Source: an optimization exercise on an open RTL-to-GDS flow (aim: small area). Production flows keep margins and buffers that such runs may drop. In this exercise RTL edits were held to simulation tests only and were not proved equivalent to the original. Power is estimated from default activity; no workload was simulated.

== run A ==
Design workloadClassifier, start of the top module:
module workloadClassifier (
    input  logic                  clk,
    input  logic                  reset,
    input  logic                  instructionValid,
    input  logic [6:0]            opcode,
    output logic [7:0]            computeToll,
    output logic [7:0]            memToll,
    output logic [7:0]            controlToll,
    output classifierPkg::formatT workloadFormat,
    output logic [3:0]            workloadConfidence,
    output logic [15:0]           classificationCount,
    output logic [7:0]            adaptationRate,
    output logic                  classificationValid
);
Size in the first run: ~53 flip-flops, about 5100 sq um of cells after synthesis.
export LEC_CHECK = 0
export ABC_AREA = 1
export CAP_MARGIN = 20
export CORE_MARGIN = 2
export CORE_UTILIZATION = 60
export CTS_BUF_LIST = sky130_fd_sc_hd__clkbuf_8
export GPL_TIMING_DRIVEN = 0
export PLACE_DENSITY = 0.7
export SLEW_MARGIN = 20
create_clock -name core_clock -period 50.0 [get_ports {clk}]
standard.sh (not shown) runs the stock make flow with config.mk's settings and CLKGATE_MAP_FILE= SYNTH_SCRIPT=/design/flow/synth_recipe.tcl, a recipe that flattens the netlist after the stock synthesis.
==> flow/flow/run.sh <==
#!/bin/bash
# Own layout flow: the standard flow (standard.sh) with two changes, both for area:
#  - synthesis (flow/synth.tcl) is the standard flow's synthesis script with only the combinational
#    mapping changed: ABC runs flow/abc.script (amap area mapping, twice, without the delay-driven
#    buffering and upsizing) and no half/full-adder cells are extracted. Registers, their
#    names and cell types are those of the standard synthesis;
#  - the port buffers are buf_1 cells, and the buffers synthesis puts on output ports that
#    share a driver are removed at floorplan (REMOVE_ABC_BUFFERS), as the port buffers
#    that placement adds take their place.
# Each tool's log is under orfs/logs/; make's own output is in flow_make.log.
set -euo pipefail
export OWN_ABC_SCRIPT="$PWD/flow/abc.script"
bash standard.sh SYNTH_SCRIPT="$PWD/flow/synth.tcl" \
  BUFFER_PORTS_ARGS="-buffer_cell sky130_fd_sc_hd__buf_1" REMOVE_ABC_BUFFERS=1 finish > "$PWD/flow_make.log" 2>&1
==> flow/flow/abc.script <==
strash
dc2
dch
amap
strash
dch
amap
topo
==> flow/flow/synth.tcl <==
# The standard flow's synthesis script (synth_recipe.tcl) with two changes, both to the combinational
# logic only: ABC maps with flow/abc.script (area mapping without the delay-driven buffering
# and upsizing), and no half/full-adder cells are extracted (extract_fa does nothing).
# Every other pass, and so every register and its name, is the standard synthesis's.
proc synth {args} { yosys synth -nofsm -noshare {*}$args }
proc extract_fa {args} { }
proc abc {args} {
  set i [lsearch -exact $args -script]
  if { $i >= 0 } {
    set args [lreplace $args [expr { $i + 1 }] [expr { $i + 1 }] $::env(OWN_ABC_SCRIPT)]
  }
  yosys abc {*}$args
}
source $::env(SCRIPTS_DIR)/synth.tcl
# left out here: clear keep_hierarchy, flatten, clean up, hide names made inside functions, write 1_2_yosys.v
Run A: full flow OK, the timing, DRC and antenna checks passed
> inputs changed (run A -> run B)
==> flow/flow/run.sh <==
#!/bin/bash
# Own layout flow: the standard flow (standard.sh) with two changes, both for area:
#  - synthesis (flow/synth.tcl) is the standard flow's synthesis script with only the combinational
#    mapping changed: ABC runs flow/abc.script (amap area mapping, twice, without the delay-driven
#    buffering and upsizing) and no half/full-adder cells are extracted. Registers, their
#    names and cell types are those of the standard synthesis;
#  - the port buffers are buf_1 cells.
# Each tool's log is under orfs/logs/; make's own output is in flow_make.log.
set -euo pipefail
export OWN_ABC_SCRIPT="$PWD/flow/abc.script"
bash standard.sh SYNTH_SCRIPT="$PWD/flow/synth.tcl" \
  BUFFER_PORTS_ARGS="-buffer_cell sky130_fd_sc_hd__buf_1" finish > "$PWD/flow_make.log" 2>&1
--- outcome ---
In run B the clock network fraction of total power turned out 2.6 points higher than in run A.
Cell area power density | run B above run A
For routed wire length, run B and run A come out practically identical.
In run B, the pre-CTS worst setup slack came out 5.9 ps above the value in run A.
On worst max-slew margin expressed relative to the limit, the lower figure sits with run A, not run B.
Run B vs run A: overall via count from detail_route up slightly
The inputs of run C differ from those of run B as listed below.
==> flow/flow/run.sh <==
#!/bin/bash
set -euo pipefail
export OWN_ABC_SCRIPT="$PWD/flow/abc.script"
bash standard.sh SYNTH_SCRIPT="$PWD/flow/synth.tcl" \
  BUFFER_PORTS_ARGS="-buffer_cell sky130_fd_sc_hd__buf_1" REMOVE_ABC_BUFFERS=1 SKIP_REPAIR_TIE_FANOUT=1 \
  CTS_ARGS="-sink_clustering_enable -repair_clock_nets -buf_list sky130_fd_sc_hd__clkbuf_8 -dont_use_dummy_load" \
  finish > "$PWD/flow_make.log" 2>&1
Results
Run C finished all stages; the layout is clean. Run B did not stop at any stage, and its layout met the timing, DRC and antenna checks. First-iteration DRC count went down by a few percent going from run B to run C. On fraction of layout instances using a drive strength above 1: run C sits below run B. The part of the total power dissipated in sequential elements of run C exceeds that of run B by 4.3 points.

-- what the ideal ports hide --
How much do the figures lean on ideal ports? The routed layouts below were timed once more, with nothing changed but the port constraints.
Step 1 (the two cells are an assumption about what drives the block):
set clk [get_ports {clk}]
set_driving_cell -lib_cell sky130_fd_sc_hd__clkbuf_16 $clk
set_driving_cell -lib_cell sky130_fd_sc_hd__buf_2 [delete_from_list [all_inputs] $clk]
Step 2 moves the port delays by t, midway between the first and last clock arrival at a register: inputs arrive t later, outputs are due t later. That takes back most of the time a late clock gives input paths.
a / b / c = no drivers / after step 1 / after step 2; a / b = the first two.
| run | shift t [ns] | setup slack, ns | slew at the worst register clock pin (ns) | worst data-port slew with drivers (ns) |
|---|---|---|---|---|
| run A | 0.340 | 32.893 / 32.863 / 33.202 | 0.11 / 0.11 | 0.03 |
| run B | 0.340 | 32.823 / 32.792 / 33.132 | 0.10 / 0.10 | 0.03 |
| run C | 0.331 | 32.785 / 32.751 / 33.082 | 0.10 / 0.10 | 0.03 |
After both steps every run listed still meets setup and hold.
